Context: an optimization exercise on an open-source flow, tuned for small area and few clock cycles. The choices shown serve that exercise and are no tape-out recipe. The RTL was checked by simulation tests, not by an equivalence proof against the original design. Power and IR drop assume default switching activity.

**flow/flow/run.sh**
```bash
#!/bin/bash
# The standard layout, with smaller port buffers: every input and output
# port still gets its own buffer, a sky130_fd_sc_hd__buf_2 instead of the
# delay cell buffer_ports picks by default.
set -euo pipefail
export BUFFER_PORTS_ARGS="-buffer_cell sky130_fd_sc_hd__buf_2"
bash standard.sh > standard.log 2>&1
```
**flow/standard.sh**
```bash
#!/bin/bash
# synth_recipe.tcl (not shown) runs the flow's synth.tcl, then flattens the netlist and writes it again
# the make line also repeats each setting of config.mk as NAME=value (left out here)
make -C /OpenROAD-flow-scripts/flow DESIGN_CONFIG=/design/flow/config.mk WORK_HOME=/design/flow/orfs CLKGATE_MAP_FILE= SYNTH_SCRIPT=/design/flow/synth_recipe.tcl "${@:-finish}"
```
**flow/config.mk**
```make
export PLATFORM = sky130hd
export DESIGN_NAME = rv_core
export DESIGN_NICKNAME = rv_core
export VERILOG_FILES = /design/flow/design.v
export SDC_FILE = /design/flow/constraint.sdc
export NUM_CORES = 4
export LEC_CHECK = 0
export CAP_MARGIN = 20
export CORE_MARGIN = 2
export CORE_UTILIZATION = 55
export CTS_BUF_LIST = sky130_fd_sc_hd__clkbuf_16
export CTS_CLUSTER_DIAMETER = 80
export CTS_CLUSTER_SIZE = 20
export PLACE_DENSITY = 0.65
export SLEW_MARGIN = 20
export SYNTH_HIERARCHICAL = 1
```
**flow/constraint.sdc**
```tcl
create_clock -name core_clock -period 7.0 [get_ports {i_clk}]
set_input_delay 1.4000 -clock core_clock [delete_from_list [all_inputs] [get_ports {i_clk}]]
set_output_delay 1.4000 -clock core_clock [all_outputs]
set_load 0.01 [all_outputs]
```
**flow/design.v**
```verilog
`timescale 1ns/10ps
module fetch_unit (
    input  logic            i_clk,
    input  logic            i_rst,
    input  logic            i_stall,
    output logic [31:0]     o_pc,
    output logic            o_instr_rd
);
    logic [31:2] pc;
    always_ff @(posedge i_clk or posedge i_rst)
    begin
        if (i_rst)
            pc <= '0;
        else
            pc <= pc + {29'd0, !i_stall};
    end
    assign o_pc       = {pc, 2'b00};
    assign o_instr_rd = !i_rst;
endmodule
`timescale 1ns/10ps
module decode_stage (
    input  logic            i_clk,
    input  logic            i_rst,
    input  logic            i_stall,
    input  logic [31:0]     i_instr,
    output logic [4:0]      o_rf_rs1,
    output logic [4:0]      o_rf_rs2,
    input  logic [31:0]     i_rf_rs1,
    input  logic [31:0]     i_rf_rs2,
    input  logic            i_m_wr_next,     
    input  logic [4:0]      i_m_rd_next,     
    output logic            o_wr,            
    output logic            o_load,
    output logic            o_store,
    output logic            o_ecall,
    output logic            o_is_reg,
    output logic [2:0]      o_f3,            
    output logic            o_alt,           
    output logic            o_sub,           
    output logic            o_is_lui,
    output logic            o_use_rs1,
    output logic            o_use_rs2,
    output logic [31:7]     o_ir,
    output logic [31:0]     o_rs1_val,
    output logic [31:0]     o_rs2_val,
    output logic            o_fwd_rs1,       
    output logic            o_fwd_rs2
);
    localparam logic [6:0] OP_REG    = 7'b0110011;
    localparam logic [6:0] OP_IMM    = 7'b0010011;
    localparam logic [6:0] OP_LUI    = 7'b0110111;
    localparam logic [6:0] OP_LOAD   = 7'b0000011;
    localparam logic [6:0] OP_STORE  = 7'b0100011;
    logic [6:0] op;
    logic       is_reg;
    logic       is_imm;
    logic       is_lui;
    logic       is_load;
    logic       is_store;
    logic       is_ecall;
    logic       wr;
    logic [2:0] f3;
    logic       alt;
    assign op       = i_instr[6:0];
    assign is_reg   = (op == OP_REG);
    assign is_imm   = (op == OP_IMM);
    assign is_lui   = (op == OP_LUI);
    assign is_load  = (op == OP_LOAD);
    assign is_store = (op == OP_STORE);
    assign is_ecall = (i_instr == 32'h0000_0073);
    assign wr       = (is_reg || is_imm || is_lui || is_load) && (i_instr[11:7] != 5'd0);
    assign f3  = (is_reg || is_imm) ? i_instr[14:12] : 3'b000;
    assign alt = i_instr[30] && (is_reg || (is_imm && (i_instr[14:12] == 3'b101)));
    assign o_rf_rs1 = is_lui ? 5'd0 : i_instr[19:15];
    assign o_rf_rs2 = i_instr[24:20];
    always_ff @(posedge i_clk or posedge i_rst)
    begin
        if (i_rst)
        begin
            o_wr    <= 1'b0;
            o_load  <= 1'b0;
            o_store <= 1'b0;
            o_ecall <= 1'b0;
        end
        else if (!i_stall)
        begin
            o_wr    <= wr;
            o_load  <= is_load;
            o_store <= is_store;
            o_ecall <= is_ecall;
        end
    end
    logic        go;
    logic        go_n;
    logic [88:0] cur;
    logic [88:0] nxt;
    logic [88:0] upd;
    assign go   = !i_stall;
    assign go_n = i_stall;
    assign cur  = {o_ir, o_rs1_val, o_rs2_val};
    assign upd  = {i_instr[31:7], i_rf_rs1, i_rf_rs2};
    for (genvar b = 0; b < 89; b++)
    begin : g_hold
        rf_hold u_hold (
            .i_we   (go),
            .i_we_n (go_n),
            .i_d    (upd[b]),
            .i_q    (cur[b]),
            .o_next (nxt[b])
        );
    end
    always_ff @(posedge i_clk)
        {o_ir, o_rs1_val, o_rs2_val} <= nxt;
    always_ff @(posedge i_clk)
    begin
        if (!i_stall)
        begin
            o_is_reg  <= is_reg;
            o_f3      <= f3;
            o_alt     <= alt;
            o_sub     <= (f3 == 3'b010) || (f3 == 3'b011) || ((f3 == 3'b000) && alt);
            o_is_lui  <= is_lui;
            o_use_rs1 <= is_reg || is_imm || is_load || is_store;
            o_use_rs2 <= is_reg || is_store;
            o_fwd_rs1 <= i_m_wr_next && (i_m_rd_next == o_rf_rs1);
            o_fwd_rs2 <= i_m_wr_next && (i_m_rd_next == i_instr[24:20]);
        end
    end
endmodule
`timescale 1ns/10ps
module register_file (
    input  logic            i_clk,
    input  logic            i_rst,
    input  logic [4:0]      i_rs1_addr,
    input  logic [4:0]      i_rs2_addr,
    input  logic            i_wr_en,
    input  logic [4:0]      i_rd_addr,
    input  logic [31:0]     i_rd_data,
    output logic [31:0]     o_rs1_data,
    output logic [31:0]     o_rs2_data
);
    logic [31:0] regs [1:31];
    logic [31:1] valid;
    always_ff @(posedge i_clk or posedge i_rst)
    begin
        if (i_rst)
            valid <= '0;
        else if (i_wr_en && (i_rd_addr != 5'd0))
            valid[i_rd_addr] <= 1'b1;
    end
    logic [31:1] we;
    logic [31:1] we_n;
    logic [31:0] next [1:31];
    always_comb
    begin
        for (int i = 1; i < 32; i++)
        begin
            we[i]   = i_wr_en && (i_rd_addr == 5'(i));
            we_n[i] = !we[i];
        end
    end
    for (genvar r = 1; r < 32; r++)
    begin : g_wr
        for (genvar b = 0; b < 32; b++)
        begin : g_bit
            rf_hold u_hold (
                .i_we   (we[r]),
                .i_we_n (we_n[r]),
                .i_d    (i_rd_data[b]),
                .i_q    (regs[r][b]),
                .o_next (next[r][b])
            );
        end
    end
    always_ff @(posedge i_clk)
    begin
        for (int i = 1; i < 32; i++)
            regs[i] <= next[i];
    end
    logic [31:1] sel1;
    logic [31:1] sel2;
    logic        byp1;
    logic        byp2;
    assign byp1 = i_wr_en && (i_rd_addr == i_rs1_addr) && (i_rs1_addr != 5'd0);
    assign byp2 = i_wr_en && (i_rd_addr == i_rs2_addr) && (i_rs2_addr != 5'd0);
    always_comb
    begin
        for (int i = 1; i < 32; i++)
        begin
            sel1[i] = (i_rs1_addr == 5'(i)) && valid[i] && !we[i];
            sel2[i] = (i_rs2_addr == 5'(i)) && valid[i] && !we[i];
        end
    end
    for (genvar b = 0; b < 32; b++)
    begin : g_bit
        logic [31:1] col;
        for (genvar r = 1; r < 32; r++)
        begin : g_reg
            assign col[r] = regs[r][b];
        end
        rf_read_slice u_rd1 (.i_sel(sel1), .i_bits(col), .i_byp(byp1), .i_wd(i_rd_data[b]), .o_bit(o_rs1_data[b]));
        rf_read_slice u_rd2 (.i_sel(sel2), .i_bits(col), .i_byp(byp2), .i_wd(i_rd_data[b]), .o_bit(o_rs2_data[b]));
    end
endmodule
module rf_read_slice (
    input  logic [31:1]     i_sel,
    input  logic [31:1]     i_bits,
    input  logic            i_byp,
    input  logic            i_wd,
    output logic            o_bit
);
    logic [9:0] grp_n;
    for (genvar g = 0; g < 10; g++)
    begin : g_grp
        rf_aoi3 u_aoi (
            .i_s0 (i_sel[3*g+1]), .i_d0 (i_bits[3*g+1]),
            .i_s1 (i_sel[3*g+2]), .i_d1 (i_bits[3*g+2]),
            .i_s2 (i_sel[3*g+3]), .i_d2 (i_bits[3*g+3]),
            .o_y_n (grp_n[g])
        );
    end
    assign o_bit = !(&grp_n) || (i_sel[31] && i_bits[31]) || (i_byp && i_wd);
endmodule
module rf_aoi3 (
    input  logic            i_s0,
    input  logic            i_d0,
    input  logic            i_s1,
    input  logic            i_d1,
    input  logic            i_s2,
    input  logic            i_d2,
    output logic            o_y_n
);
    assign o_y_n = !((i_s0 && i_d0) || (i_s1 && i_d1) || (i_s2 && i_d2));
endmodule
module rf_hold (
    input  logic            i_we,
    input  logic            i_we_n,
    input  logic            i_d,
    input  logic            i_q,
    output logic            o_next
);
    assign o_next = (i_we && i_d) || (i_we_n && i_q);
endmodule
`timescale 1ns/10ps
module execute_stage (
    input  logic [31:0]     i_a,
    input  logic [31:0]     i_b,
    input  logic [2:0]      i_f3,
    input  logic            i_alt,
    input  logic            i_sub,
    output logic [31:0]     o_result
);
    logic        sub;
    logic [31:0] bx;
    logic [32:0] sum;
    logic        lt_u;
    logic        lt_s;
    logic        left;
    logic [31:0] sh_in;
    logic [31:0] sh_out;
    logic [31:0] sh_rev;
    function automatic logic [31:0] rev32(input logic [31:0] x);
        for (int i = 0; i < 32; i++)
            rev32[i] = x[31 - i];
    endfunction
    assign sub  = i_sub;
    assign bx   = i_b ^ {32{sub}};
    logic [31:0] p;
    logic [31:0] g;
    logic [31:0] gg [0:5];
    logic [31:0] pp [0:5];
    logic [31:0] gc;                     
    assign p = i_a ^ bx;
    assign g = (i_a & bx) | {31'd0, p[0] & sub};
    always_comb
    begin
        gg[0] = g;
        pp[0] = p;
        for (int l = 1; l <= 5; l++)
        begin
            gg[l] = gg[l-1];
            pp[l] = pp[l-1];
            for (int i = 0; i < 32; i++)
                if ((i % (1 << l)) == ((1 << l) - 1))
                begin
                    gg[l][i] = gg[l-1][i] | (pp[l-1][i] & gg[l-1][i - (1 << (l-1))]);
                    pp[l][i] = pp[l-1][i] & pp[l-1][i - (1 << (l-1))];
                end
        end
        gc = gg[5];
        for (int l = 4; l >= 1; l--)
            for (int i = 0; i < 32; i++)
                if (((i % (1 << l)) == ((1 << (l-1)) - 1)) && (i >= (1 << l)))
                    gc[i] = gg[l-1][i] | (pp[l-1][i] & gc[i - (1 << (l-1))]);
    end
    assign sum[0]    = p[0] ^ sub;
    assign sum[31:1] = p[31:1] ^ gc[30:0];
    assign sum[32]   = gc[31];
    assign lt_u = !sum[32];
    assign lt_s = (i_a[31] ^ i_b[31]) ? i_a[31] : sum[31];
    logic        fill;
    logic [31:0] lvl_n0;
    logic [31:0] lvl1;
    logic [31:0] lvl_n2;
    logic [31:0] lvl3;
    logic [31:0] lvl_n4;
    assign left = !i_f3[2];
    assign fill = i_alt && !left && i_a[31];
    assign sh_in = i_a;
    for (genvar i = 0; i < 32; i++)
    begin : g_sh
        alu_mux2i u_in (.i_s(left), .i_a(i_a[i]), .i_b(i_a[31 - i]), .o_y_n(lvl_n0[i]));
        alu_mux2i u_l0 (.i_s(i_b[0]), .i_a(lvl_n0[i]), .i_b((i + 1 < 32) ? lvl_n0[(i + 1) % 32] : !fill), .o_y_n(lvl1[i]));
        alu_mux2i u_l1 (.i_s(i_b[1]), .i_a(lvl1[i]),   .i_b((i + 2 < 32) ? lvl1[(i + 2) % 32] : fill),    .o_y_n(lvl_n2[i]));
        alu_mux2i u_l2 (.i_s(i_b[2]), .i_a(lvl_n2[i]), .i_b((i + 4 < 32) ? lvl_n2[(i + 4) % 32] : !fill), .o_y_n(lvl3[i]));
        alu_mux2i u_l3 (.i_s(i_b[3]), .i_a(lvl3[i]),   .i_b((i + 8 < 32) ? lvl3[(i + 8) % 32] : fill),    .o_y_n(lvl_n4[i]));
        alu_mux2i u_l4 (.i_s(i_b[4]), .i_a(lvl_n4[i]), .i_b((i + 16 < 32) ? lvl_n4[(i + 16) % 32] : !fill), .o_y_n(sh_out[i]));
    end
    assign sh_rev = rev32(sh_out);
    always_comb
    begin
        case (i_f3)
            3'b000:  o_result = sum[31:0];
            3'b001:  o_result = sh_rev;
            3'b010:  o_result = {31'b0, lt_s};
            3'b011:  o_result = {31'b0, lt_u};
            3'b100:  o_result = i_a ^ bx;
            3'b101:  o_result = sh_out;
            3'b110:  o_result = i_a | bx;
            default: o_result = i_a & bx;
        endcase
    end
endmodule
module alu_mux2i (
    input  logic            i_s,
    input  logic            i_a,
    input  logic            i_b,
    output logic            o_y_n
);
    assign o_y_n = !(i_s ? i_b : i_a);
endmodule
`timescale 1ns/10ps
module memory_stage (
    input  logic            i_clk,
    input  logic            i_rst,
    input  logic            i_advance,       
    input  logic            i_kill_wr,       
    input  logic [31:0]     i_val,
    input  logic [31:0]     i_wdata,
    input  logic [4:0]      i_rd,
    input  logic            i_wr,
    input  logic            i_load,
    input  logic            i_store,
    input  logic            i_ecall,
    input  logic [31:0]     i_data_mem_out,
    input  logic            i_dcache_done,
    output logic [31:0]     o_data_mem_addr,
    output logic            o_data_mem_en,
    output logic            o_data_mem_rd_wr,
    output logic [31:0]     o_data_mem_in,
    output logic            o_busy,
    output logic            o_load,
    output logic            o_wr,
    output logic [4:0]      o_rd,
    output logic [31:0]     o_result,
    output logic            o_ecall
);
    logic [31:0] val;
    logic [31:0] wdata;
    logic        load;
    logic        store;
    always_ff @(posedge i_clk or posedge i_rst)
    begin
        if (i_rst)
        begin
            o_wr    <= 1'b0;
            load    <= 1'b0;
            store   <= 1'b0;
            o_ecall <= 1'b0;
        end
        else if (i_advance)
        begin
            o_wr    <= i_wr;
            load    <= i_load;
            store   <= i_store;
            o_ecall <= i_ecall;
        end
        else if (i_kill_wr)
            o_wr    <= 1'b0;
    end
    always_ff @(posedge i_clk)
    begin
        if (i_advance)
            o_rd  <= i_rd;
    end
    logic        adv_n;
    logic [63:0] cur;
    logic [63:0] nxt;
    logic [63:0] upd;
    assign adv_n = !i_advance;
    assign cur   = {val, wdata};
    assign upd   = {i_val, i_wdata};
    for (genvar b = 0; b < 64; b++)
    begin : g_hold
        rf_hold u_hold (
            .i_we   (i_advance),
            .i_we_n (adv_n),
            .i_d    (upd[b]),
            .i_q    (cur[b]),
            .o_next (nxt[b])
        );
    end
    always_ff @(posedge i_clk)
        {val, wdata} <= nxt;
    assign o_data_mem_en    = load || store;
    assign o_data_mem_rd_wr = store;
    assign o_data_mem_addr  = val;
    assign o_data_mem_in    = wdata;
    assign o_busy   = (load || store) && !i_dcache_done;
    assign o_load   = load;
    assign o_result = load ? i_data_mem_out : val;
endmodule
`timescale 1ns/10ps
module hazard_unit (
    input  logic            i_m_busy,
    input  logic            i_m_load,
    input  logic            i_load,
    input  logic            i_store,
    input  logic            i_ecall,
    input  logic            i_use_rs1,
    input  logic            i_use_rs2,
    input  logic            i_fwd_rs1,       
    input  logic            i_fwd_rs2,
    output logic            o_stall
);
    logic raw;
    assign raw = i_m_load && ((i_use_rs1 && i_fwd_rs1) || (i_use_rs2 && i_fwd_rs2));
    assign o_stall = i_m_busy && (i_load || i_store || i_ecall || raw);
endmodule
`timescale 1ns/10ps
module rv_core (
    input  logic            i_clk,
    input  logic            i_rst,
    input  logic [31:0]     i_instr,
    output logic            o_instr_mem_rd,
    output logic [31:0]     o_instr_mem_addr,
    input  logic [31:0]     i_data_mem_out,
    input  logic            i_dcache_done,
    output logic [31:0]     o_data_mem_addr,
    output logic            o_data_mem_en,
    output logic            o_data_mem_rd_wr,
    output logic [31:0]     o_data_mem_in,
    output logic            o_ecall
);
    logic [4:0]  f_rs1;
    logic [4:0]  f_rs2;
    logic [31:0] rf_rs1;
    logic [31:0] rf_rs2;
    logic        wr;
    logic        load;
    logic        store;
    logic        ecall;
    logic        is_reg;
    logic        is_lui;
    logic        use_rs1;
    logic        use_rs2;
    logic [31:7] ir;
    logic [31:0] a_rs1_val;
    logic [31:0] a_rs2_val;
    logic [4:0]  rd;
    logic [2:0]  f3;
    logic        alt;
    logic        sub;
    logic [31:0] imm;
    logic [31:0] rs1_val;
    logic [31:0] rs2_val;
    logic [31:0] op_a;
    logic [31:0] op_b;
    logic [31:0] result;
    logic        stall;
    logic        fwd_rs1;
    logic        fwd_rs2;
    logic        m_busy;
    logic        m_load;
    logic        m_wr;
    logic [4:0]  m_rd;
    logic [31:0] m_result;
    logic        direct;
    logic        kill_wr;
    logic        m_wr_next;
    logic [4:0]  m_rd_next;
    logic        rf_we;
    logic [4:0]  rf_waddr;
    logic [31:0] rf_wdata;
    fetch_unit u_fetch (
        .i_clk      (i_clk),
        .i_rst      (i_rst),
        .i_stall    (stall),
        .o_pc       (o_instr_mem_addr),
        .o_instr_rd (o_instr_mem_rd)
    );
    register_file u_regfile (
        .i_clk      (i_clk),
        .i_rst      (i_rst),
        .i_rs1_addr (f_rs1),
        .i_rs2_addr (f_rs2),
        .i_wr_en    (rf_we),
        .i_rd_addr  (rf_waddr),
        .i_rd_data  (rf_wdata),
        .o_rs1_data (rf_rs1),
        .o_rs2_data (rf_rs2)
    );
    decode_stage u_decode (
        .i_clk      (i_clk),
        .i_rst      (i_rst),
        .i_stall    (stall),
        .i_instr    (i_instr),
        .o_rf_rs1   (f_rs1),
        .o_rf_rs2   (f_rs2),
        .i_rf_rs1   (rf_rs1),
        .i_rf_rs2   (rf_rs2),
        .i_m_wr_next (m_wr_next),
        .i_m_rd_next (m_rd_next),
        .o_wr       (wr),
        .o_load     (load),
        .o_store    (store),
        .o_ecall    (ecall),
        .o_is_reg   (is_reg),
        .o_f3       (f3),
        .o_alt      (alt),
        .o_sub      (sub),
        .o_is_lui   (is_lui),
        .o_use_rs1  (use_rs1),
        .o_use_rs2  (use_rs2),
        .o_ir       (ir),
        .o_rs1_val  (a_rs1_val),
        .o_rs2_val  (a_rs2_val),
        .o_fwd_rs1  (fwd_rs1),
        .o_fwd_rs2  (fwd_rs2)
    );
    assign rd  = ir[11:7];
    always_comb
    begin
        if (is_lui)
            imm = {ir[31:12], 12'b0};
        else if (store)
            imm = {{20{ir[31]}}, ir[31:25], ir[11:7]};
        else
            imm = {{20{ir[31]}}, ir[31:20]};
    end
    hazard_unit u_hazard (
        .i_m_busy  (m_busy),
        .i_m_load  (m_load),
        .i_load    (load),
        .i_store   (store),
        .i_ecall   (ecall),
        .i_use_rs1 (use_rs1),
        .i_use_rs2 (use_rs2),
        .i_fwd_rs1 (fwd_rs1),
        .i_fwd_rs2 (fwd_rs2),
        .o_stall   (stall)
    );
    assign rs1_val = fwd_rs1 ? m_result : a_rs1_val;
    assign rs2_val = fwd_rs2 ? m_result : a_rs2_val;
    assign op_a    = rs1_val;
    assign op_b    = is_reg ? rs2_val : imm;
    execute_stage u_execute (
        .i_a      (op_a),
        .i_b      (op_b),
        .i_f3     (f3),
        .i_alt    (alt),
        .i_sub    (sub),
        .o_result (result)
    );
    assign direct   = m_busy && !stall && wr;
    assign rf_we    = m_busy ? direct : m_wr;
    assign rf_waddr = m_busy ? rd : m_rd;
    assign rf_wdata = m_busy ? result : m_result;
    assign kill_wr  = direct && (rd == m_rd);
    assign m_wr_next = m_busy ? (m_wr && !kill_wr) : wr;
    assign m_rd_next = m_busy ? m_rd : rd;
    memory_stage u_memory (
        .i_clk            (i_clk),
        .i_rst            (i_rst),
        .i_advance        (!m_busy),
        .i_kill_wr        (kill_wr),
        .i_val            (result),
        .i_wdata          (rs2_val),
        .i_rd             (rd),
        .i_wr             (wr),
        .i_load           (load),
        .i_store          (store),
        .i_ecall          (ecall),
        .i_data_mem_out   (i_data_mem_out),
        .i_dcache_done    (i_dcache_done),
        .o_data_mem_addr  (o_data_mem_addr),
        .o_data_mem_en    (o_data_mem_en),
        .o_data_mem_rd_wr (o_data_mem_rd_wr),
        .o_data_mem_in    (o_data_mem_in),
        .o_busy           (m_busy),
        .o_load           (m_load),
        .o_wr             (m_wr),
        .o_rd             (m_rd),
        .o_result         (m_result),
        .o_ecall          (o_ecall)
    );
endmodule
```
==> results.py, run 1 <==
metrics = {
    "global_routing": {
        "grt_max_degree": 91,
        "grt_usage": 0.451,
        "grt_first_pass_wirelength_um": 346000,
        "grt_overflow": 0,
        "grt_pass1_vias": 48900,
        "antenna_found_initial": 13,
    },
    "die": {
        "core_area_um2": 100000,
        "dieArea_um2": 103000,
        "dieWidth_um": 321,
        "fp-row-count": 116,
        "start_util": 0.554,
        "die_y_um": 321,
        "pin_count": 167,
    },
    "timing": {
        "rsz0062_at_grt": "false",
        "slew_viol_final": 0,
        "hold_ws_ns": 0.464,
        "fmax_mhz": 155,
        "tns_ns": 0,
        "setup_violations": 0,
        "worst_pin_slew_ns": 1.19,
        "layout_min_cycle_time_ns": 6.45,
        "period_share": 0.922,
        "max-slew-margin-rel": 0.203,
        "final_hold_viol_count": 0,
        "fin_worst_skew_ns": 0.0476,
    },
    "yosys": {
        "synthCells": 4895,
        "async_flop_share": 0.0561,
        "syn_avg_cell_area_um2": 11.3,
        "ys_types": 93,
        "synth_ff_type": "dfxtp_1",
        "synth_enable_flop_cells": 16,
        "ys_ff_latch": 1230,
        "syn-cell-area_um2": 55400,
        "ys_seq_area_frac": 0.454,
        "yosysWarnings": 17,
    },
    "cells_and_area": {
        "layoutNonFillerInstCount": 6580,
        "top_register": "u_regfile.regs",
        "layout-drive-gt1-share": 0.152,
        "multi_input_area_um2": 29800,
        "area_growth_pct": 11.2,
        "largest_reg_flops": 992,
        "final.fill_count": 8340,
        "final_area_um2": 61600,
        "ff_latch_area_um2": 25100,
        "layout.nets": 5416,
    },
    "drt": {
        "vias": 53100,
        "drt-pass1-iter-count": 12,
        "viasPerCell": 8.07,
        "wl_per_cell_um": 37.2,
        "wl_um": 245000,
        "drtAntennaViolNets": 0,
        "drt_iter0_drc": 12700,
        "drc": 0,
    },
    "min_path": {
        "hold_path_depth": 1,
        "min_from": "u_regfile.valid[23]",
        "min_to": "u_regfile.valid[23]",
        "hold_class": "reg -> reg",
    },
    "setup_path": {
        "cp.arrival_ns": 7.03,
        "crit_path_end_kind": "flip-flop",
        "critPathKind": "reg -> reg",
        "crit_fanout": 11,
        "reg2reg_slack_ns": 0.55,
        "crit_required_ns": 7.58,
        "cp-start-kind": "flip-flop",
        "reg2reg_from": "u_decode.o_is_reg",
        "r2r-end": "u_decode.o_rs2_val[0]",
        "r2r_cells": 22,
    },
    "placement": {
        "placedInstanceArea_um2": 59500,
        "io_buffers": 164,
        "gp_congestion": 0.989,
        "dpl.hpwl_um": 153000,
        "dp_cells": 6477,
    },
    "clock_network": {
        "cts_tree": "done",
        "clkLatencyLatePin_ns": 0.71,
        "htree_levels": 3,
        "cts_buffers": 73,
        "ctsRootBufferMaster": "clkbuf_16",
        "post_cts_buffers": 0,
        "cts.sinks": 1230,
        "clk_path_buf_depth": 3,
        "clk_pin_slew_ns": 0.09,
        "ctsHoldBuffers": 0,
        "post_cts_resized": 0,
    },
    "power_and_ir_drop": {
        "powerDensity_nw_per_um2": 210,
        "p_leak_nw": 24.7,
        "peakVddDrop_mv": 0.186,
    },
    "run_status": {
        "status": "no timing/DRC/antenna violations",
    },
    "flow_run": {
        "drv_cap": 0,
    },
}
[final cells by class]
class	count	share of cell area
multi-input combinational	3439	0.484
sequential	1230	0.408
timing repair buffer	382	0.0403
clock buffer	75	0.0305
tap	1298	0.0264
inverter	128	0.00782
clock inverter	22	0.00287
antenna	6	0.000244
[worst max-delay path by stage]
stage                      start                     to  slack (ns)  cells past startpoint
2_1_floorplan  i_data_mem_out[3]  u_decode.o_rs2_val[0]        0.02                     23
3_3_place_gp   i_data_mem_out[3]  u_decode.o_rs1_val[0]        0.13                     25
3_5_place_dp   i_data_mem_out[3]  u_decode.o_rs1_val[0]        0.06                     25
4_1_cts        u_decode.o_is_reg  u_decode.o_rs1_val[0]        0.73                     22
5_1_grt        u_decode.o_is_reg  u_decode.o_rs2_val[0]        0.28                     22
6_report       u_decode.o_is_reg  u_decode.o_rs2_val[0]        0.55                     22
[kinds of logic after synthesis]
logic type | synth area share
AOI/OAI and AO/OA | 0.341
DFF | 0.454
and+or+nand+nor | 0.0759
muxes | 0.0708
buffers and inverters | 0.0190
adders and majority gates | 0.0238
xor gates and xnor gates | 0.0151
other | 0.0000677
[layer usage]
metal	global-route usage	wire length, um
met5	0.000946	87
met4	0.302	18200
met3	0.142	35400
met2	0.627	98900
met1	0.597	92400
[cell usage after synthesis, drive strengths merged, types with 5 or more instances]
| cell type | number | share of area |
|---|---|---|
| clkbuf | 46 | 0.0031 |
| mux2i | 217 | 0.039 |
| buf | 53 | 0.0072 |
| ha | 79 | 0.018 |
| xnor2 | 39 | 0.0064 |
| o22ai | 8 | 0.00090 |
| nor2b | 6 | 0.00086 |
| and3 | 8 | 0.00093 |
| o221ai | 6 | 0.00095 |
| nor3 | 78 | 0.0073 |
| edfxtp | 16 | 0.0087 |
| nand2 | 214 | 0.015 |
| or2 | 5 | 0.00057 |
| dfrtp | 69 | 0.031 |
| nand2b | 15 | 0.0017 |
| a222oi | 640 | 0.12 |
| nand4 | 148 | 0.017 |
| o211ai | 15 | 0.0021 |
| a21o | 35 | 0.0048 |
| a21oi | 76 | 0.0069 |
| nand3b | 6 | 0.00081 |
| nand3 | 33 | 0.0030 |
| a22oi | 20 | 0.0027 |
| nor4 | 26 | 0.0037 |
| dfxtp | 1145 | 0.41 |
| xor2 | 52 | 0.0086 |
| or4 | 69 | 0.014 |
| o21a | 5 | 0.00068 |
| o21ai | 99 | 0.0091 |
| inv | 127 | 0.0086 |
| fa | 16 | 0.0058 |
| a22o | 1217 | 0.19 |
| nor2 | 104 | 0.0071 |
| mux2 | 144 | 0.032 |
[per-module statistics from Yosys, one instance, submodules excluded]
module         flip-flops and latches  cells inside  area (um^2)  copies in the design
alu_mux2i                           0             1         10.0                   192
decode_stage                      104           177         2690                     1
execute_stage                       0           572         3800                     1
fetch_unit                         30           116         1360                     1
hazard_unit                         0             4         23.8                     1
memory_stage                       73           119         2150                     1
register_file                    1023          1381        22800                     1
rf_aoi3                             0             1         10.0                   640
rf_hold                             0             1         8.76                  1145
rf_read_slice                       0             5         36.3                    64
rv_core                             0           229         1900                     1
[report_power, final]
| group | switching (mW) | internal, mW |
|---|---|---|
| Combinational | 0.627 | 0.373 |
| Clock | 2.51 | 1.96 |
| Sequential | 0.212 | 7.25 |
[metrics by stage]
stage	worst slack (ns)	power [mW]	util
floorplan	0.0237	8.16	-
global placement	0.126	8.55	0.595
detailed placement	0.0615	8.57	0.595
CTS	0.728	12.9	0.615
global route	0.284	13.3	0.616
finish	0.545	12.9	0.616
[layout by cell type (no fill, tap or decap), drive strengths merged, types with 104 or more instances in the layout]
cell,n
a22o,1217
dfxtp,1145
a222oi,640
buf,382
mux2i,217
nand2,214
nand4,148
mux2,144
inv,140
nor2,104
[critical path: stages (launching register included)]
cell and delay, ns:
edfxtp_1 0.66, nor2_1 0.66, a22o_1 0.27, xor2_1 0.21
inv_1 0.07, ha_1 0.36, o211ai_2 0.11, o21ai_2 0.28
o2111ai_2 0.22, o31a_1 0.39, o41ai_2 0.34, buf_4 0.19
a31oi_1 0.10, fa_1 0.42, xor2_1 0.18, maj3_1 0.19
o221ai_1 0.14, o22ai_1 0.17, a21oi_1 0.10, mux2_2 0.36
a22o_1 0.21, or4_4 0.50, a22o_1 0.21
Testbench counts, summed over its fixed seeds: cycles 10,576.
==> run 2: changes to the inputs <==
--- a/flow/config.mk
+++ b/flow/config.mk
@@ -9,8 +9,8 @@
 export CORE_MARGIN = 2
 export CORE_UTILIZATION = 55
 export CTS_BUF_LIST = sky130_fd_sc_hd__clkbuf_16
-export CTS_CLUSTER_DIAMETER = 80
-export CTS_CLUSTER_SIZE = 20
+export CTS_CLUSTER_DIAMETER = 90
+export CTS_CLUSTER_SIZE = 25
 export PLACE_DENSITY = 0.65
 export SLEW_MARGIN = 20
 export SYNTH_HIERARCHICAL = 1
==> results.py, run 2 <==
metrics = {
    "clock_network": {
        "htree_levels": 2,
        "ctsRootBufferMaster": "clkbuf_16",
        "post_cts_buffers": 0,
        "cts_tree": "done",
        "post_cts_resized": 0,
        "ctsHoldBuffers": 0,
        "clk_pin_slew_ns": 0.10,
        "clkLatencyLatePin_ns": 0.74,
        "clk_path_buf_depth": 3,
        "cts.sinks": 1230,
        "cts_buffers": 58,
    },
    "timing": {
        "fmax_mhz": 156,
        "fin_worst_skew_ns": 0.0368,
        "period_share": 0.914,
        "rsz0062_at_grt": "false",
        "layout_min_cycle_time_ns": 6.40,
        "final_hold_viol_count": 0,
        "setup_ws_ns": 0.600,
        "worst_pin_slew_ns": 1.17,
        "setup_violations": 0,
        "max-slew-margin-rel": 0.214,
        "tns_ns": 0,
        "slew_viol_final": 0,
    },
    "yosys": {
        "synth_enable_flop_cells": 16,
        "synth_ff_type": "dfxtp_1",
        "synth_top_cell_by_area": "dfxtp_1",
        "synth_area_leaders": "dfxtp_1, a22o_1, a222oi_1",
        "ys_ff_latch": 1230,
        "async_flop_share": 0.0561,
        "syn_avg_cell_area_um2": 11.3,
        "yosys-top-cells-count": "a22o_1, dfxtp_1, a222oi_1, mux2i_1, nand2_1",
        "yosysWarnings": 17,
        "ys_types": 93,
        "syn-cell-area_um2": 55400,
        "netlist.area_leader.share": 0.414,
        "synth.most_common_cell": "a22o_1",
        "synthCells": 4895,
        "ys_seq_area_frac": 0.454,
    },
    "drt": {
        "wl_um": 245000,
        "viasPerCell": 8.09,
        "drc": 0,
        "wl_per_cell_um": 37.3,
        "drt-pass1-iter-count": 14,
        "drt_iter0_drc": 12400,
        "vias": 53000,
        "drtAntennaViolNets": 0,
    },
    "die": {
        "die_y_um": 321,
        "pin_count": 167,
        "dieWidth_um": 321,
        "core_area_um2": 100000,
        "dieArea_um2": 103000,
        "fp-row-count": 116,
        "start_util": 0.554,
    },
    "global_routing": {
        "grt_max_degree": 91,
        "antenna_found_initial": 19,
        "grt_pass1_vias": 48900,
        "grt_first_pass_wirelength_um": 345000,
        "grt_overflow": 0,
        "grt_usage": 0.450,
    },
    "setup_path": {
        "cp_cell_sequence": "nor2_1, a22o_1, xor2_1, inv_1, ha_1, o211ai_2, o21ai_2, o2111ai_2, o31a_1, o41ai_2, buf_4, a31oi_1, fa_1, xor2_1, maj3_1, o221ai_1, o22ai_1, a21oi_1, mux2_2, a22o_1, or4_4, a22o_1",
        "reg2reg_slack_ns": 0.60,
        "crit_path_end_kind": "flip-flop",
        "cp_slowest_cell": "edfxtp_1",
        "critPathKind": "reg -> reg",
        "crit_required_ns": 7.62,
        "cp.arrival_ns": 7.02,
        "crit_top_cell": "a22o_1",
        "crit_fanout": 11,
        "r2r_cells": 22,
        "critPathBufInv": 2,
        "slowest_delay_ns": 0.65,
        "r2r-end": "u_decode.o_rs2_val[0]",
        "reg2reg_from": "u_decode.o_is_reg",
        "cp-start-kind": "flip-flop",
        "cp_top_family": "compound AO/OA/AOI/OAI gates",
    },
    "cells_and_area": {
        "mostFrequentLayoutCells": "a22o_1, dfxtp_1, a222oi_1, mux2i_1, buf_4",
        "multi_input_area_um2": 29800,
        "final.fill_count": 8374,
        "layout.nets": 5401,
        "ff_latch_area_um2": 25100,
        "area_growth_pct": 10.5,
        "top_register": "u_regfile.regs",
        "layout-drive-gt1-share": 0.149,
        "final_common_cell": "a22o_1",
        "largest_reg_flops": 992,
    },
    "min_path": {
        "hold_class": "reg -> reg",
        "min_from": "u_fetch.pc[31]",
        "min_to": "u_fetch.pc[31]",
        "hold_path_depth": 1,
    },
    "flow_run": {
        "drv_cap": 0,
    },
    "placement": {
        "gp_congestion": 0.989,
        "io_buffers": 164,
        "dpl.hpwl_um": 153000,
        "place_ws_ns": 0.0615,
    },
    "run_status": {
        "status": "no timing/DRC/antenna violations",
    },
    "power_and_ir_drop": {
        "p_leak_nw": 24.5,
        "peakVddDrop_mv": 0.223,
        "powerDensity_nw_per_um2": 203,
    },
}
[run 2: cell families (layout without fill, tap and decap cells)]
logic type,after synthesis,count (layout),synth area share
buffers and inverters,227,587,0.0190
and+or+nand+nor,741,741,0.0759
xor gates and xnor gates,91,91,0.0151
muxes,361,361,0.0708
adders and majority gates,96,96,0.0238
DFF,1230,1230,0.454
other,1,6,0.0000677
AOI/OAI and AO/OA,2148,2148,0.341
[run 2: worst max-delay path by stage]
stage,from,end,slack [ns],cells past startpoint
after detailed placement,i_data_mem_out[3],u_decode.o_rs1_val[0],0.06,25
final,u_decode.o_is_reg,u_decode.o_rs2_val[0],0.60,22
after floorplan,i_data_mem_out[3],u_decode.o_rs2_val[0],0.02,23
after global routing,u_decode.o_is_reg,u_decode.o_rs2_val[0],0.31,22
after CTS,u_memory.load,u_decode.o_rs1_val[0],0.76,24
after global placement,i_data_mem_out[3],u_decode.o_rs1_val[0],0.13,25
[run 2: cell type report]
type | instances | area share
Clock inverter | 18 | 0.00252
Timing Repair Buffer | 382 | 0.0406
Inverter | 128 | 0.00788
Tap cell | 1298 | 0.0266
Sequential cell | 1230 | 0.411
Clock buffer | 59 | 0.0241
Multi-Input combinational cell | 3439 | 0.487
Antenna cell | 4 | 0.000164
[run 2: per-layer routing]
layer / up-vias / track usage / share of wire / wire (um)
li1: 21800 / - / - / -
met1: 26000 / 0.597 / 0.38 / 92700
met2: 4410 / 0.627 / 0.40 / 98600
met3: 824 / 0.137 / 0.14 / 34600
met4: 18 / 0.302 / 0.076 / 18600
met5: - / 0.000946 / 0.00048 / 117
[run 2: modules after synthesis, one instance, submodules excluded]
| module | flip-flops and latches | area [um^2] |
|---|---|---|
| register_file | 1023 | 22800 |
| rf_read_slice | 0 | 36.3 |
| rf_aoi3 | 0 | 10.0 |
| rv_core | 0 | 1900 |
| rf_hold | 0 | 8.76 |
| decode_stage | 104 | 2690 |
| fetch_unit | 30 | 1360 |
| alu_mux2i | 0 | 10.0 |
| execute_stage | 0 | 3800 |
| memory_stage | 73 | 2150 |
| hazard_unit | 0 | 23.8 |
[run 2: power by group]
part	switching [mW]	internal (mW)
Sequential	0.211	7.25
Combinational	0.626	0.372
Clock	2.43	1.55
[run 2: per-stage QoR]
stage / area [um^2] / utilization / hold slack [ns] / std cells / power, mW
after floorplan: 55500 / - / 0.428 / 4896 / 8.16
after global placement: 59500 / 0.595 / 0.440 / 6477 / 8.55
after detailed placement: 59500 / 0.595 / 0.444 / 6477 / 8.57
after CTS: 61100 / 0.611 / 0.470 / 6554 / 12.4
after global routing: 61100 / 0.611 / 0.485 / 6556 / 12.7
final: 61100 / 0.611 / 0.469 / 6558 / 12.4
==> run 3: changes to the inputs <==
--- a/flow/config.mk
+++ b/flow/config.mk
@@ -7,10 +7,10 @@
 export LEC_CHECK = 0
 export CAP_MARGIN = 20
 export CORE_MARGIN = 2
-export CORE_UTILIZATION = 55
+export CORE_UTILIZATION = 60
 export CTS_BUF_LIST = sky130_fd_sc_hd__clkbuf_16
-export CTS_CLUSTER_DIAMETER = 90
-export CTS_CLUSTER_SIZE = 25
-export PLACE_DENSITY = 0.65
+export CTS_CLUSTER_DIAMETER = 80
+export CTS_CLUSTER_SIZE = 20
+export PLACE_DENSITY = 0.7
 export SLEW_MARGIN = 20
 export SYNTH_HIERARCHICAL = 1
==> results.py, run 3 <==
metrics = {
    "setup_path": {
        "cp_slowest_cell": "edfxtp_1",
        "reg2reg_slack_ns": 0.54,
        "crit_path_end_kind": "flip-flop",
        "critPathKind": "reg -> reg",
        "cp.arrival_ns": 7.05,
        "crit_required_ns": 7.58,
        "crit_fanout": 15,
        "slowest_delay_ns": 0.96,
        "cp-start-kind": "flip-flop",
        "cp_cell_sequence": "buf_4, mux2_2, nand2_1, o21ai_0, xor2_1, inv_1, ha_1, nand2_1, o21ai_0, a21oi_1, o31a_1, o41ai_2, a31oi_1, fa_1, xor2_1, maj3_1, o221ai_1, o22ai_1, a21oi_1, mux2_2, a22o_1, or4_4, a22o_1",
    },
    "yosys": {
        "synth.most_common_cell": "a22o_1",
        "ys_seq_area_frac": 0.454,
        "yosys-top-cells-count": "a22o_1, dfxtp_1, a222oi_1, mux2i_1, nand2_1",
        "synth_top_cell_by_area": "dfxtp_1",
        "netlist.area_leader.share": 0.414,
        "synth_enable_flop_cells": 16,
        "synthCells": 4895,
        "yosysWarnings": 17,
        "synth_area_leaders": "dfxtp_1, a22o_1, a222oi_1",
        "async_flop_share": 0.0561,
        "syn-cell-area_um2": 55400,
        "synth_ff_type": "dfxtp_1",
        "ys_types": 93,
        "syn_avg_cell_area_um2": 11.3,
        "ys_ff_latch": 1230,
    },
    "power_and_ir_drop": {
        "peakVddDrop_mv": 0.239,
        "p_leak_nw": 24.6,
        "powerDensity_nw_per_um2": 212,
    },
    "clock_network": {
        "cts_buffers": 74,
        "clkLatencyLatePin_ns": 0.70,
        "ctsHoldBuffers": 0,
        "cts.sinks": 1230,
        "post_cts_resized": 0,
        "clk_pin_slew_ns": 0.09,
        "post_cts_buffers": 0,
        "clk_path_buf_depth": 3,
        "cts_tree": "done",
        "htree_levels": 3,
        "ctsRootBufferMaster": "clkbuf_16",
    },
    "timing": {
        "setup_violations": 0,
        "max-slew-margin-rel": 0.301,
        "fmax_mhz": 155,
        "slew_viol_final": 0,
        "tns_ns": 0,
        "worst_pin_slew_ns": 1.05,
        "rsz0062_at_grt": "false",
        "period_share": 0.923,
        "fin_worst_skew_ns": 0.0336,
        "layout_min_cycle_time_ns": 6.46,
        "final_hold_viol_count": 0,
    },
    "die": {
        "pin_count": 167,
        "core_area_um2": 91500,
        "dieWidth_um": 308,
        "die_y_um": 308,
        "dieArea_um2": 94700,
        "start_util": 0.605,
        "fp-row-count": 111,
    },
    "placement": {
        "dpl.hpwl_um": 148000,
        "dp_cells": 6356,
        "gp_congestion": 1.04,
        "io_buffers": 164,
    },
    "global_routing": {
        "use_met3": 0.198,
        "grt_pass1_vias": 50800,
        "antenna_found_initial": 9,
        "grt_busiest_layer": "met2",
        "use_met1": 0.633,
        "use_met2": 0.686,
        "grt_max_degree": 85,
        "grt_usage": 0.497,
        "grt_first_pass_wirelength_um": 349000,
        "grt_overflow": 0,
    },
    "drt": {
        "viasPerCell": 8.37,
        "drt_iter0_drc": 14200,
        "vias": 54100,
        "drc": 0,
        "wl_um": 247000,
        "drtAntennaViolNets": 0,
        "drt-pass1-iter-count": 14,
        "wl_per_cell_um": 38.2,
    },
    "flow_run": {
        "drv_cap": 0,
    },
    "cells_and_area": {
        "layout-drive-gt1-share": 0.151,
        "largest_reg_flops": 992,
        "final_common_cell": "a22o_1",
        "layout.nets": 5408,
        "top_register": "u_regfile.regs",
        "layoutNonFillerInstCount": 6455,
        "area_growth_pct": 10.9,
        "mostFrequentLayoutCells": "a22o_1, dfxtp_1, a222oi_1, mux2i_1, buf_4",
    },
    "min_path": {
        "hold_class": "reg -> reg",
    },
    "run_status": {
        "status": "no timing/DRC/antenna violations",
    },
}
==> run 3: through the flow <==
step / setup slack, ns / total power [mW] / util / instance area [um^2] / hold slack [ns]
after floorplan: 0.0237 / 8.16 / - / 55500 / 0.428
after global placement: 0.0722 / 8.52 / 0.648 / 59300 / 0.439
after detailed placement: 0.0241 / 8.55 / 0.648 / 59300 / 0.445
after CTS: 0.607 / 12.9 / 0.671 / 61400 / 0.464
after global routing: 0.291 / 13.3 / 0.671 / 61400 / 0.478
final: 0.536 / 13.0 / 0.671 / 61400 / 0.464
==> run 3: area by class of cell <==
cell class                 instances  area [um^2]
fill                            7203        30100
antenna                            3         7.51
clock buffer                      77         1930
multi-input combinational       3439        29800
timing repair buffer             373         2430
inverter                         128          482
clock inverter                    19          184
sequential                      1230        25100
tap                             1186         1480
==> run 3: cells by family (layout without fill, tap and decap cells) <==
kind of cell / after synthesis / in the layout / share of synthesized area
fa+ha+maj: 96 / 96 / 0.0238
flops: 1230 / 1230 / 0.454
simple gates: 741 / 741 / 0.0759
mux: 361 / 361 / 0.0708
compound gates: 2148 / 2148 / 0.341
xor+xnor: 91 / 91 / 0.0151
other cells: 1 / 5 / 0.0000677
buf+inv: 227 / 597 / 0.0190
==> run 3: critical path: cells and delay by family, from the launching register on <==
family | cells | cell delay, ns
compound gates | 11 | 2.07
xor+xnor | 2 | 0.47
fa+ha+maj | 3 | 0.96
buf+inv | 2 | 0.49
flops | 1 | 0.96
mux | 2 | 0.74
simple gates | 3 | 0.63
==> run 3: routing by layer <==
layer  wire length [um]  part of all wire  up-vias
li1                   -                 -    21800
met2              98300              0.40     5116
met3              40600              0.16     1077
met4              19400             0.079       14
met1              88200              0.36    26000
met5                 89           0.00036        -
==> run 3: report_power, final <==
group          internal [mW]  switching, mW
sequential              7.25          0.220
clock                   2.07           2.49
combinational          0.370          0.609
==> run 3: worst paths after layout <==
| check | start | to | cells after the start |
|---|---|---|---|
| min in group asynchronous | i_rst | u_decode.o_load | 2 |
| worst max-delay path | u_decode.o_fwd_rs2 | u_decode.o_rs1_val[0] | 23 |
| worst max register to register | u_decode.o_fwd_rs2 | u_decode.o_rs1_val[0] | 23 |
| worst min-delay path | u_regfile.valid[26] | u_regfile.valid[26] | 1 |
| worst min register to register | u_regfile.valid[26] | u_regfile.valid[26] | 1 |
| max in group asynchronous | i_rst | u_regfile.valid[30] | 3 |
==> run 3: modules after synthesis (local to each module, per instance), excerpt <==
| module | cell area, um^2 | times used | cells | flip-flops and latches |
|---|---|---|---|---|
| register_file | 22800 | 1 | 1381 | 1023 |
| decode_stage | 2690 | 1 | 177 | 104 |
| memory_stage | 2150 | 1 | 119 | 73 |
| rv_core | 1900 | 1 | 229 | 0 |
| fetch_unit | 1360 | 1 | 116 | 30 |
| rf_read_slice | 36.3 | 64 | 5 | 0 |
| hazard_unit | 23.8 | 1 | 4 | 0 |
| rf_aoi3 | 10.0 | 640 | 1 | 0 |
| alu_mux2i | 10.0 | 192 | 1 | 0 |
| rf_hold | 8.76 | 1145 | 1 | 0 |
==> run 4: changes to the inputs <==
==> flow/run.sh (new file) <==
#!/bin/bash
# synth_recipe.tcl (not shown) runs the flow's synth.tcl, then flattens the netlist and writes it again
# the make line also repeats each setting of config.mk as NAME=value (left out here)
make -C /OpenROAD-flow-scripts/flow DESIGN_CONFIG=/design/flow/config.mk WORK_HOME=/design/flow/orfs CLKGATE_MAP_FILE= SYNTH_SCRIPT=/design/flow/synth_recipe.tcl finish
--- a/flow/config.mk
+++ b/flow/config.mk
@@ -7,10 +7,10 @@
 export LEC_CHECK = 0
 export CAP_MARGIN = 20
 export CORE_MARGIN = 2
-export CORE_UTILIZATION = 60
+export CORE_UTILIZATION = 55
 export CTS_BUF_LIST = sky130_fd_sc_hd__clkbuf_16
 export CTS_CLUSTER_DIAMETER = 80
 export CTS_CLUSTER_SIZE = 20
-export PLACE_DENSITY = 0.7
+export PLACE_DENSITY = 0.65
 export SLEW_MARGIN = 20
 export SYNTH_HIERARCHICAL = 1
removed: flow/flow/run.sh
removed: flow/standard.sh
==> results.py, run 4 <==
metrics = {
    "yosys": {
        "yosys-top-cells-count": "a22o_1, dfxtp_1, a222oi_1, mux2i_1, nand2_1",
        "synth_top_family_by_area": "compound AO/OA/AOI/OAI gates",
        "ys_types": 93,
        "syn-cell-area_um2": 55400,
        "syn_avg_cell_area_um2": 11.3,
        "synth_xor_area_frac": 0.0151,
        "synth_enable_flop_cells": 16,
        "synth_ff_type": "dfxtp_1",
        "ys_seq_area_frac": 0.454,
        "synth_compound_area_frac": 0.341,
        "synth_area_leaders": "dfxtp_1, a22o_1, a222oi_1",
        "synthAdderAreaFrac": 0.0238,
        "synth.most_common_cell": "a22o_1",
        "async_flop_share": 0.0561,
        "synth_simple_gate_area_frac": 0.0759,
        "synthMuxAreaShare": 0.0708,
        "yosysWarnings": 17,
        "ys_ff_latch": 1230,
        "synth_top_cell_by_area": "dfxtp_1",
        "netlist.area_leader.share": 0.414,
        "synthCells": 4895,
    },
    "power_and_ir_drop": {
        "powerDensity_nw_per_um2": 208,
        "p_leak_nw": 24.8,
        "p_total_mw": 13.1,
        "peakVddDrop_mv": 0.198,
    },
    "setup_path": {
        "slowest_delay_ns": 0.50,
        "crit_fanout": 4,
        "cp_slowest_cell": "or4_4",
        "cp.arrival_ns": 7.11,
        "cp_cell_sequence": "clkdlybuf4s50_1, mux2_4, mux2_4, a22o_1, xor2_1, inv_1, ha_1, o211ai_2, o21ai_2, o2111ai_2, o31a_1, o41ai_2, buf_4, a31oi_1, fa_1, xor2_1, maj3_1, o221ai_1, o22ai_1, a21oi_1, mux2_2, a22o_1, or4_4, a22o_1",
        "critPathKind": "in -> reg",
        "crit_path_end_kind": "flip-flop",
        "crit_top_cell": "a22o_1",
        "cp-start-kind": "primary input",
        "crit_required_ns": 7.60,
    },
    "timing": {
        "hold_ws_ns": 0.463,
        "slew_viol_final": 0,
        "layout_min_cycle_time_ns": 6.51,
        "final_hold_viol_count": 0,
        "period_share": 0.929,
        "fmax_mhz": 154,
        "setup_violations": 0,
        "rsz0062_at_grt": "false",
        "fin_worst_skew_ns": 0.0483,
        "max-slew-margin-rel": 0.252,
        "worst_pin_slew_ns": 1.12,
        "tns_ns": 0,
    },
    "run_status": {
        "status": "no timing/DRC/antenna violations",
    },
    "die": {
        "pin_count": 167,
        "dieWidth_um": 321,
        "dieArea_um2": 103000,
        "start_util": 0.554,
        "die_y_um": 321,
        "core_area_um2": 100000,
        "fp-row-count": 116,
    },
    "global_routing": {
        "grt_overflow": 0,
        "grt_max_degree": 78,
        "antenna_found_initial": 8,
        "grt_usage": 0.457,
        "grt_first_pass_wirelength_um": 350000,
        "grt_pass1_vias": 49500,
    },
    "drt": {
        "drt-pass1-iter-count": 14,
        "vias": 53200,
        "drc": 0,
        "wl_per_cell_um": 37.2,
        "wl_um": 247000,
        "drt_iter0_drc": 12900,
        "drtAntennaViolNets": 0,
        "viasPerCell": 8.03,
    },
    "clock_network": {
        "cts_tree": "done",
        "clkLatencyLatePin_ns": 0.72,
        "cts_buffers": 74,
        "clk_pin_slew_ns": 0.09,
        "ctsHoldBuffers": 0,
        "clk_path_buf_depth": 3,
        "ctsRootBufferMaster": "clkbuf_16",
        "cts.sinks": 1230,
        "post_cts_buffers": 0,
        "htree_levels": 3,
        "post_cts_resized": 0,
    },
    "cells_and_area": {
        "layout-drive-gt1-share": 0.130,
        "largest_reg_flops": 992,
        "final_area_um2": 62900,
        "mostFrequentLayoutCells": "a22o_1, dfxtp_1, a222oi_1, buf_4, mux2i_1",
        "area_growth_pct": 13.5,
        "layoutNonFillerInstCount": 6631,
        "final.fill_count": 8200,
        "layout.nets": 5471,
        "final_common_cell": "a22o_1",
        "top_register": "u_regfile.regs",
    },
    "placement": {
        "placedInstanceArea_um2": 60700,
        "gp_congestion": 0.976,
        "dp_cells": 6531,
        "dpl.hpwl_um": 152000,
        "io_buffers": 164,
    },
    "flow_run": {
        "drv_cap": 0,
    },
    "min_path": {
        "hold_class": "reg -> reg",
    },
}
## run 4: cell counts after synthesis
Identical to the previous run, type by type.
## run 4: critical path: cells and delay by family
| family | cells | cell delay (ns) |
|---|---|---|
| AO/OA/AOI/OAI | 12 | 2.35 |
| XOR/XNOR | 2 | 0.35 |
| adder cells (fa/ha/maj) | 3 | 0.94 |
| buffers and inverters | 3 | 0.67 |
| multiplexers | 3 | 0.89 |
| AND/OR/NAND/NOR | 1 | 0.50 |
## run 4: kinds of logic (layout without fill, tap and decap cells)
family                   Yosys count  after routing
buffers and inverters            227            663
adder cells (fa/ha/maj)           96             96
AND/OR/NAND/NOR                  741            741
flip-flops                      1230           1230
XOR/XNOR                          91             91
other                              1              3
multiplexers                     361            361
AO/OA/AOI/OAI                   2148           2148
## run 4: per-module statistics from Yosys, one instance, submodules excluded, a selection
module         cells  times used  cell area [um^2]  flops+latches
fetch_unit       116           1              1360             30
execute_stage    572           1              3800              0
alu_mux2i          1         192              10.0              0
register_file   1381           1             22800           1023
decode_stage     177           1              2690            104
rf_aoi3            1         640              10.0              0
memory_stage     119           1              2150             73
rf_read_slice      5          64              36.3              0
rv_core          229           1              1900              0
hazard_unit        4           1              23.8              0
## run 4: final cells by class
class / count / area [um^2] / area share
antenna: 1 / 2.50 / 0.0000398
inverter: 128 / 482 / 0.00766
multi-input combinational: 3439 / 29800 / 0.474
tap: 1298 / 1620 / 0.0258
sequential: 1230 / 25100 / 0.400
clock buffer: 74 / 1850 / 0.0295
timing repair buffer: 436 / 3740 / 0.0594
clock inverter: 25 / 258 / 0.00410
## run 4: routing by layer
layer / global-route usage / wire length, um
met4: 0.308 / 19500
met1: 0.596 / 92300
met5: 0 / 86
met2: 0.634 / 98700
met3: 0.157 / 36200
## run 4: final timing paths
kind	startpoint	endpoint	slack (ns)	cells past startpoint
min in group asynchronous	i_rst	u_decode.o_wr	1.23	2
min	u_regfile.valid[27]	u_regfile.valid[27]	0.46	1
max	i_data_mem_out[5]	u_decode.o_rs2_val[0]	0.49	24
max reg2reg	u_decode.o_fwd_rs2	u_decode.o_rs2_val[0]	0.76	22
max in group asynchronous	i_rst	u_regfile.valid[25]	5.24	3
min reg2reg	u_regfile.valid[27]	u_regfile.valid[27]	0.46	1
## run 4: report_power, final
group          internal [mW]  total (mW)  switching (mW)
Clock                   1.99        4.53            2.54
Combinational          0.442        1.07           0.623
Sequential              7.25        7.46           0.213
## run 4: stage by stage
stage / utilization / setup WS (ns)
after floorplan: - / 0.0237
after global placement: 0.607 / -0.0982
after detailed placement: 0.607 / -0.134
after CTS: 0.629 / 0.567
after global routing: 0.629 / 0.285
final: 0.629 / 0.494

## port drivers added, routing unchanged
Ports are ideal in the flow. The routed layouts listed here were re-timed in OpenROAD.
Step 1 (the two cells are an assumption about what drives the block):
set clk [get_ports {i_clk}]
set_driving_cell -lib_cell sky130_fd_sc_hd__clkbuf_16 $clk
set_driving_cell -lib_cell sky130_fd_sc_hd__buf_2 [delete_from_list [all_inputs] $clk]
Step 2 adds t to the input delays and takes it off the output delays; t is the mean of the earliest and latest rising clock arrival at the registers after step 1. Input paths then give back, and output paths get back, about the clock's delay inside the block.
Three values: ideal, step 1, step 2; two values: the first two.
run | shift t [ns] | setup slack, ns | worst data-port slew with drivers (ns)
run 1 | 0.766 | 0.545 / 0.545 / -0.096 | 0.06
run 2 | 0.792 | 0.600 / 0.600 / -0.077 | 0.06
run 3 | 0.759 | 0.536 / 0.536 / -0.042 | 0.06
run 4 | 0.768 | 0.494 / 0.547 / -0.220 | 0.08
Met with ideal ports but missed after step 2: setup timing in every run listed. The setup slack of run 4, which loses most, moves by +0.053 ns with the drivers and by -0.714 ns with both steps.
